Background: an optimization exercise with open tools, aiming at small area, a short achievable clock period and few clock cycles per item. Do not read the settings as production practice. Power is estimated from default activity; no workload was simulated.

==> job 3519 <==
## greedy_graph_coloring_core
module greedy_graph_coloring_core (
	input  logic        clk,
	input  logic        arst_n,
	input  logic        items_valid,
	output logic        items_ready,
	input  logic [63:0] items_neighbours,
	input  logic        items_restart,
	output logic        results_valid,
	input  logic        results_ready,
	output logic [5:0]  results_node_number,
	output logic [5:0]  results_color,
	output logic        results_last,
	input  logic        cfg_valid,
	output logic        cfg_ready,
	input  logic [6:0]  cfg_node_count
);
==> module ggc_merge, before the edit <==
module ggc_merge (
	input  logic [62:0] used,
	output logic [5:0]  color
);
	logic [63:0] free;
	logic [7:0]  any;        
	logic [2:0]  first [8];
	logic [7:0]  below;      
	logic [7:0]  sel;        
	always_comb begin
		free = {1'b1, ~used};
		for (int g = 0; g < 8; g++) begin
			any[g] = |free[g*8 +: 8];
			first[g] = 3'd0;
			for (int i = 7; i >= 0; i--) begin
				if (free[g*8+i]) begin
					first[g] = 3'(i);
				end
			end
		end
		below[0] = 1'b0;
		for (int g = 1; g < 8; g++) begin
			below[g] = below[g-1] | any[g-1];
		end
		sel = any & ~below;
		color = 6'd0;
		for (int g = 0; g < 8; g++) begin
			if (sel[g]) begin
				color = color | {3'(g), first[g]};
			end
		end
	end
endmodule
==> module greedy_graph_coloring_core, before the edit <==
module greedy_graph_coloring_core (
	input  logic        clk,
	input  logic        arst_n,
	input  logic        items_valid,
	output logic        items_ready,
	input  logic [63:0] items_neighbours,
	input  logic        items_restart,
	output logic        results_valid,
	input  logic        results_ready,
	output logic [5:0]  results_node_number,
	output logic [5:0]  results_color,
	output logic        results_last,
	input  logic        cfg_valid,
	output logic        cfg_ready,
	input  logic [6:0]  cfg_node_count
);
	localparam int TAB_N = 62;   
	localparam int QCAP  = 3;    
	localparam int BUF_N = QCAP - 1;
	logic        ready_q;
	logic        take;
	logic [6:0]  count_q;
	logic [5:0]  em1_q;      
	logic [5:0]  ncl_q;      
	logic [1:0]  owed_q;
	logic        pop;
	logic [6:0]  eff_count;
	logic [1:0]  owed_next;
	assign cfg_ready   = 1'b1;
	assign items_ready = ready_q;
	assign take        = items_valid && ready_q;
	always_comb begin
		if (count_q == 7'd0) begin
			eff_count = 7'd1;
		end else if (count_q > 7'd64) begin
			eff_count = 7'd64;
		end else begin
			eff_count = count_q;
		end
	end
	logic [62:0] row0;
	logic        rst0;
	logic [5:0]  n0;
	logic        last0;
	assign row0  = items_neighbours[62:0];
	assign rst0  = items_restart;
	assign n0    = rst0 ? 6'd0 : ncl_q;
	assign last0 = (n0 == em1_q);
	logic        v1_q;
	logic [61:0] m1_q;
	logic        adj1_q;
	logic [5:0]  n1_q;
	logic        last1_q;
	logic [5:0]  hist_q;     
	logic [5:0]  color;
	assign owed_next = owed_q + 2'(take) - 2'(pop);
	always_ff @(posedge clk or negedge arst_n) begin
		if (!arst_n) begin
			ready_q <= 1'b1;
			count_q <= 7'd64;
			em1_q   <= 6'd63;
			ncl_q   <= 6'd0;
			owed_q  <= 2'd0;
			v1_q    <= 1'b0;
		end else begin
			ready_q <= (owed_next < 2'(QCAP)) && !cfg_valid;
			if (cfg_valid) begin
				count_q <= cfg_node_count;
			end
			em1_q <= 6'(eff_count - 7'd1);
			if (take) begin
				ncl_q <= last0 ? 6'd0 : n0 + 6'd1;
			end else if ({1'b0, ncl_q} >= eff_count) begin
				ncl_q <= 6'd0;
			end
			owed_q <= owed_next;
			v1_q   <= take;
		end
	end
	logic [TAB_N*6-1:0] tab;
	assign tab[5:0] = 6'd0;
	for (genvar q = 1; q < TAB_N; q++) begin : g_tab
		localparam int W = $clog2(q + 1);
		logic [W-1:0] t_q;
		always_ff @(posedge clk) begin
			if (v1_q && n1_q == 6'(q)) begin
				t_q <= color[W-1:0];
			end
		end
		assign tab[q*6 +: 6] = 6'(t_q);
	end
	logic [TAB_N-1:0] sel;
	logic [TAB_N-1:0] used_tab;
	logic             adj1;
	always_comb begin
		for (int q = 0; q < TAB_N; q++) begin
			sel[q] = !rst0 && (7'(q) + 7'd2 <= {1'b0, ncl_q}) && row0[q];
		end
		adj1 = 1'b0;
		for (int q = 0; q < 63; q++) begin
			adj1 = adj1 | (row0[q] && ncl_q == 6'(q + 1));
		end
		adj1 = adj1 && !rst0;
	end
	ggc_lane #(
		.TAB_N   (TAB_N),
		.COLOR_W (6)
	) u_lane (
		.sel    (sel),
		.colors (tab),
		.used   (used_tab)
	);
	logic [62:0] used1;
	always_comb begin
		used1[62] = 1'b0;
		used1[61:0] = m1_q;
		for (int c = 0; c < 63; c++) begin
			used1[c] = used1[c] | (adj1_q && hist_q == 6'(c));
		end
	end
	ggc_merge u_merge (
		.used  (used1),
		.color (color)
	);
	always_ff @(posedge clk) begin
		m1_q    <= used_tab;
		adj1_q  <= adj1;
		n1_q    <= n0;
		last1_q <= last0;
		if (v1_q) begin
			hist_q <= color;
		end
	end
	logic        out_valid_q;
	logic [5:0]  out_node_q;
	logic [5:0]  out_color_q;
	logic        out_last_q;
	logic [12:0] buf_q [BUF_N];
	logic        rd_q;
	logic        wr_q;
	logic [1:0]  bcnt_q;
	logic        head_free;
	logic        to_head;
	logic        to_buf;
	logic        from_buf;
	logic [12:0] res;
	assign pop       = out_valid_q && results_ready;
	assign head_free = !out_valid_q || results_ready;
	assign res       = {n1_q, color, last1_q};
	assign from_buf  = head_free && (bcnt_q != 2'd0);
	assign to_head   = head_free && (bcnt_q == 2'd0) && v1_q;
	assign to_buf    = v1_q && !to_head;
	always_ff @(posedge clk or negedge arst_n) begin
		if (!arst_n) begin
			out_valid_q <= 1'b0;
			rd_q        <= 1'b0;
			wr_q        <= 1'b0;
			bcnt_q      <= 2'd0;
		end else begin
			if (head_free) begin
				out_valid_q <= from_buf || v1_q;
			end
			if (from_buf) begin
				rd_q <= !rd_q;
			end
			if (to_buf) begin
				wr_q <= !wr_q;
			end
			bcnt_q <= bcnt_q + 2'(to_buf) - 2'(from_buf);
		end
	end
	always_ff @(posedge clk) begin
		if (from_buf) begin
			{out_node_q, out_color_q, out_last_q} <= buf_q[rd_q];
		end else if (to_head) begin
			{out_node_q, out_color_q, out_last_q} <= res;
		end
		if (to_buf) begin
			buf_q[wr_q] <= res;
		end
	end
	assign results_valid       = out_valid_q;
	assign results_node_number = out_node_q;
	assign results_color       = out_color_q;
	assign results_last        = out_last_q;
endmodule
make LEC_CHECK=0 ABC_CLOCK_PERIOD_IN_PS=2000 CAP_MARGIN=20 CORE_MARGIN=2 CORE_UTILIZATION=30 SETUP_SLACK_MARGIN=2.6 SLEW_MARGIN=20 TNS_END_PERCENT=0 finish   # period 5.0 ns
run.sh (not shown) runs the stock make flow with config.mk's settings and CLKGATE_MAP_FILE= SYNTH_SCRIPT=/design/flow/synth_recipe.tcl, a recipe that flattens the netlist after the stock synthesis.
==> inputs of job 6961, as changes to job 3519 <==
--- a/flow/design.v
+++ b/flow/design.v
@@ -29,31 +29,40 @@
 	input  logic [62:0] used,
-	output logic [5:0]  color
+	output logic [5:0]  f0,
+	output logic [5:0]  f1
 );
 	logic [63:0] free;
-	logic [7:0]  any;        
-	logic [2:0]  first [8];
-	logic [7:0]  below;      
-	logic [7:0]  sel;        
+	logic [63:0] below;    
+	logic [63:0] rest;     
+	function automatic logic [5:0] lowest(input logic [63:0] x);
+		logic [7:0] any;
+		logic [2:0] g;
+		logic [7:0] grp;
+		logic [2:0] i;
+		for (int k = 0; k < 8; k++) begin
+			any[k] = |x[k*8 +: 8];
+		end
+		g = 3'd7;
+		for (int k = 6; k >= 0; k--) begin
+			if (any[k]) begin
+				g = 3'(k);
+			end
+		end
+		grp = x[g*8 +: 8];
+		i = 3'd7;
+		for (int k = 6; k >= 0; k--) begin
+			if (grp[k]) begin
+				i = 3'(k);
+			end
+		end
+		lowest = {g, i};
+	endfunction
 	always_comb begin
 		free = {1'b1, ~used};
-		for (int g = 0; g < 8; g++) begin
-			any[g] = |free[g*8 +: 8];
-			first[g] = 3'd0;
-			for (int i = 7; i >= 0; i--) begin
-				if (free[g*8+i]) begin
-					first[g] = 3'(i);
-				end
-			end
-		end
 		below[0] = 1'b0;
-		for (int g = 1; g < 8; g++) begin
-			below[g] = below[g-1] | any[g-1];
-		end
-		sel = any & ~below;
-		color = 6'd0;
-		for (int g = 0; g < 8; g++) begin
-			if (sel[g]) begin
-				color = color | {3'(g), first[g]};
-			end
-		end
+		for (int c = 1; c < 64; c++) begin
+			below[c] = below[c-1] | free[c-1];
+		end
+		rest = (free & below) | 64'h8000_0000_0000_0000;
+		f0 = lowest(free);
+		f1 = lowest(rest);
 	end
@@ -76,5 +85,4 @@
 );
-	localparam int TAB_N = 62;   
-	localparam int QCAP  = 3;    
-	localparam int BUF_N = QCAP - 1;
+	localparam int TAB_N = 61;   
+	localparam int QCAP  = 5;    
 	logic        ready_q;
@@ -84,6 +92,6 @@
 	logic [5:0]  ncl_q;      
-	logic [1:0]  owed_q;
+	logic [2:0]  owed_q;
 	logic        pop;
 	logic [6:0]  eff_count;
-	logic [1:0]  owed_next;
+	logic [2:0]  owed_next;
 	assign cfg_ready   = 1'b1;
@@ -100,18 +108,25 @@
 	end
-	logic [62:0] row0;
-	logic        rst0;
+	logic        v0_q;
+	logic [62:0] row0_q;
+	logic        rst0_q;
 	logic [5:0]  n0;
 	logic        last0;
-	assign row0  = items_neighbours[62:0];
-	assign rst0  = items_restart;
-	assign n0    = rst0 ? 6'd0 : ncl_q;
+	assign n0    = rst0_q ? 6'd0 : ncl_q;
 	assign last0 = (n0 == em1_q);
 	logic        v1_q;
-	logic [61:0] m1_q;
-	logic        adj1_q;
+	logic [60:0] m1_q;
+	logic        adj1_1_q;
+	logic        adj2_1_q;
 	logic [5:0]  n1_q;
 	logic        last1_q;
-	logic [5:0]  hist_q;     
+	logic        v2_q;
+	logic [5:0]  f0_q;
+	logic [5:0]  f1_q;
+	logic        adj1_2_q;
+	logic [5:0]  n2_q;
+	logic        last2_q;
+	logic [5:0]  hist1_q;    
+	logic [5:0]  hist2_q;    
 	logic [5:0]  color;
-	assign owed_next = owed_q + 2'(take) - 2'(pop);
+	assign owed_next = owed_q + 3'(take) - 3'(pop);
 	always_ff @(posedge clk or negedge arst_n) begin
@@ -122,6 +137,8 @@
 			ncl_q   <= 6'd0;
-			owed_q  <= 2'd0;
+			owed_q  <= 3'd0;
+			v0_q    <= 1'b0;
 			v1_q    <= 1'b0;
+			v2_q    <= 1'b0;
 		end else begin
-			ready_q <= (owed_next < 2'(QCAP)) && !cfg_valid;
+			ready_q <= (owed_next < 3'(QCAP)) && !cfg_valid;
 			if (cfg_valid) begin
@@ -130,3 +147,3 @@
 			em1_q <= 6'(eff_count - 7'd1);
-			if (take) begin
+			if (v0_q) begin
 				ncl_q <= last0 ? 6'd0 : n0 + 6'd1;
@@ -136,3 +153,5 @@
 			owed_q <= owed_next;
-			v1_q   <= take;
+			v0_q   <= take;
+			v1_q   <= v0_q;
+			v2_q   <= v1_q;
 		end
@@ -145,3 +164,3 @@
 		always_ff @(posedge clk) begin
-			if (v1_q && n1_q == 6'(q)) begin
+			if (v2_q && n2_q == 6'(q)) begin
 				t_q <= color[W-1:0];
@@ -154,11 +173,9 @@
 	logic             adj1;
+	logic             adj2;
 	always_comb begin
 		for (int q = 0; q < TAB_N; q++) begin
-			sel[q] = !rst0 && (7'(q) + 7'd2 <= {1'b0, ncl_q}) && row0[q];
-		end
-		adj1 = 1'b0;
-		for (int q = 0; q < 63; q++) begin
-			adj1 = adj1 | (row0[q] && ncl_q == 6'(q + 1));
-		end
-		adj1 = adj1 && !rst0;
+			sel[q] = !rst0_q && (7'(q) + 7'd3 <= {1'b0, ncl_q}) && row0_q[q];
+		end
+		adj1 = !rst0_q && (ncl_q >= 6'd1) && row0_q[6'(ncl_q - 6'd1)];
+		adj2 = !rst0_q && (ncl_q >= 6'd2) && row0_q[6'(ncl_q - 6'd2)];
 	end
@@ -172,8 +189,11 @@
 	);
+	logic [5:0]  c2;
 	logic [62:0] used1;
-	always_comb begin
-		used1[62] = 1'b0;
-		used1[61:0] = m1_q;
-		for (int c = 0; c < 63; c++) begin
-			used1[c] = used1[c] | (adj1_q && hist_q == 6'(c));
+	logic [5:0]  f0;
+	logic [5:0]  f1;
+	always_comb begin
+		c2 = v2_q ? hist1_q : hist2_q;
+		used1 = {2'b00, m1_q};
+		if (adj2_1_q) begin
+			used1 = used1 | (63'd1 << c2);
 		end
@@ -181,12 +201,23 @@
 	ggc_merge u_merge (
-		.used  (used1),
-		.color (color)
+		.used (used1),
+		.f0   (f0),
+		.f1   (f1)
 	);
+	assign color = (adj1_2_q && hist1_q == f0_q) ? f1_q : f0_q;
 	always_ff @(posedge clk) begin
-		m1_q    <= used_tab;
-		adj1_q  <= adj1;
-		n1_q    <= n0;
-		last1_q <= last0;
-		if (v1_q) begin
-			hist_q <= color;
+		row0_q   <= items_neighbours[62:0];
+		rst0_q   <= items_restart;
+		m1_q     <= used_tab;
+		adj1_1_q <= adj1;
+		adj2_1_q <= adj2;
+		n1_q     <= n0;
+		last1_q  <= last0;
+		f0_q     <= f0;
+		f1_q     <= f1;
+		adj1_2_q <= adj1_1_q;
+		n2_q     <= n1_q;
+		last2_q  <= last1_q;
+		if (v2_q) begin
+			hist1_q <= color;
+			hist2_q <= hist1_q;
 		end
@@ -197,6 +228,6 @@
 	logic        out_last_q;
-	logic [12:0] buf_q [BUF_N];
-	logic        rd_q;
-	logic        wr_q;
-	logic [1:0]  bcnt_q;
+	logic [12:0] buf_q [4];
+	logic [1:0]  rd_q;
+	logic [1:0]  wr_q;
+	logic [2:0]  bcnt_q;
 	logic        head_free;
@@ -208,6 +239,6 @@
 	assign head_free = !out_valid_q || results_ready;
-	assign res       = {n1_q, color, last1_q};
-	assign from_buf  = head_free && (bcnt_q != 2'd0);
-	assign to_head   = head_free && (bcnt_q == 2'd0) && v1_q;
-	assign to_buf    = v1_q && !to_head;
+	assign res       = {n2_q, color, last2_q};
+	assign from_buf  = head_free && (bcnt_q != 3'd0);
+	assign to_head   = head_free && (bcnt_q == 3'd0) && v2_q;
+	assign to_buf    = v2_q && !to_head;
 	always_ff @(posedge clk or negedge arst_n) begin
@@ -215,16 +246,16 @@
 			out_valid_q <= 1'b0;
-			rd_q        <= 1'b0;
-			wr_q        <= 1'b0;
-			bcnt_q      <= 2'd0;
+			rd_q        <= 2'd0;
+			wr_q        <= 2'd0;
+			bcnt_q      <= 3'd0;
 		end else begin
 			if (head_free) begin
-				out_valid_q <= from_buf || v1_q;
+				out_valid_q <= from_buf || v2_q;
 			end
 			if (from_buf) begin
-				rd_q <= !rd_q;
+				rd_q <= rd_q + 2'd1;
 			end
 			if (to_buf) begin
-				wr_q <= !wr_q;
-			end
-			bcnt_q <= bcnt_q + 2'(to_buf) - 2'(from_buf);
+				wr_q <= wr_q + 2'd1;
+			end
+			bcnt_q <= bcnt_q + 3'(to_buf) - 3'(from_buf);
 		end
Settings changed: ABC_CLOCK_PERIOD_IN_PS 2000 to not set, CORE_UTILIZATION 30 to 25, SETUP_SLACK_MARGIN 2.6 to not set, TNS_END_PERCENT 0 to not set.
==> comparison table <==
item                                                             job 3519                  job 6961
Result of the run                                          finished clean  finished with violations
Reasons for failing layout checks                                       -              setup timing
Number of stages on the worst setup path                               10                        14
Reg-to-reg endpoint                                               m1_q[6]                  m1_q[24]
Startpoint of the worst setup timing path                        ncl_q[2]                  ncl_q[1]
Highest achievable clock rate                                   0.270 GHz                 0.188 GHz
Asr flop ratio synth                                                6.19%                     5.99%
Worst r2r path cells                                                   10                        14
Ys Warns                                                                6                         5
Internal cell power                                               7.22 mW                   9.76 mW
Number of nets in the layout                                         4780                      5102
Number of nets in the synthesized netlist                            4098                      4325
Sequential cell count                                                 452                       568
Worst hold slack across all endpoints                            0.453 ns                  0.326 ns
Clock insertion delay at the later pin of the skew report         0.73 ns                   0.74 ns
Capture point of the critical path                                m1_q[6]                  m1_q[24]
Pleak                                                             14.9 nW                   17.4 nW
Post-layout worst setup margin                                    1.29 ns                 -0.308 ns
Total number of multi-input combinational cells                      3246                      3360
Per-cell routed wire length                                       54.6 um                   55.8 um
Area share of the largest cell type after synthesis                 31.1%                     29.5%
Routability congestion estimate                                      1.21                      1.14
Summed instance area of the synthesized netlist               0.0342 mm^2               0.0381 mm^2
Xor and xnor fraction of the mapped netlist area                   0.462%                    0.736%
No functional check of the RTL was part of any run of this note.

==> what the ideal ports hide <==
The flow's constraints put no driver on any port. The routed layouts listed below were extracted and timed again, unchanged, in two steps. Step 1 (the two cells are an assumption about what drives the block):
set clk [get_ports {clk}]
set_driving_cell -lib_cell sky130_fd_sc_hd__clkbuf_16 $clk
set_driving_cell -lib_cell sky130_fd_sc_hd__buf_2 [delete_from_list [all_inputs] $clk]
Step 2 adds t to the input delays and takes it off the output delays; t is the mean of the earliest and latest rising clock arrival at the registers after step 1. Input paths then give back, and output paths get back, about the clock's delay inside the block. Three values: ideal ports, drivers, drivers and shift; two values: the first two.
run | t (ns) | setup slack, ns | worst hold slack (ns) | worst data-port slew with drivers (ns)
job 3519 | 0.776 | 1.294 / 1.294 / 0.585 | 0.453 / 0.453 / 0.453 | 0.09
job 6961 | 0.812 | -0.308 / -0.308 / -0.308 | 0.326 / 0.273 / 0.326 | 0.08
For job 3519, which loses most, drivers alone change the setup slack by 0.000 ns; drivers and shift together by -0.709 ns.
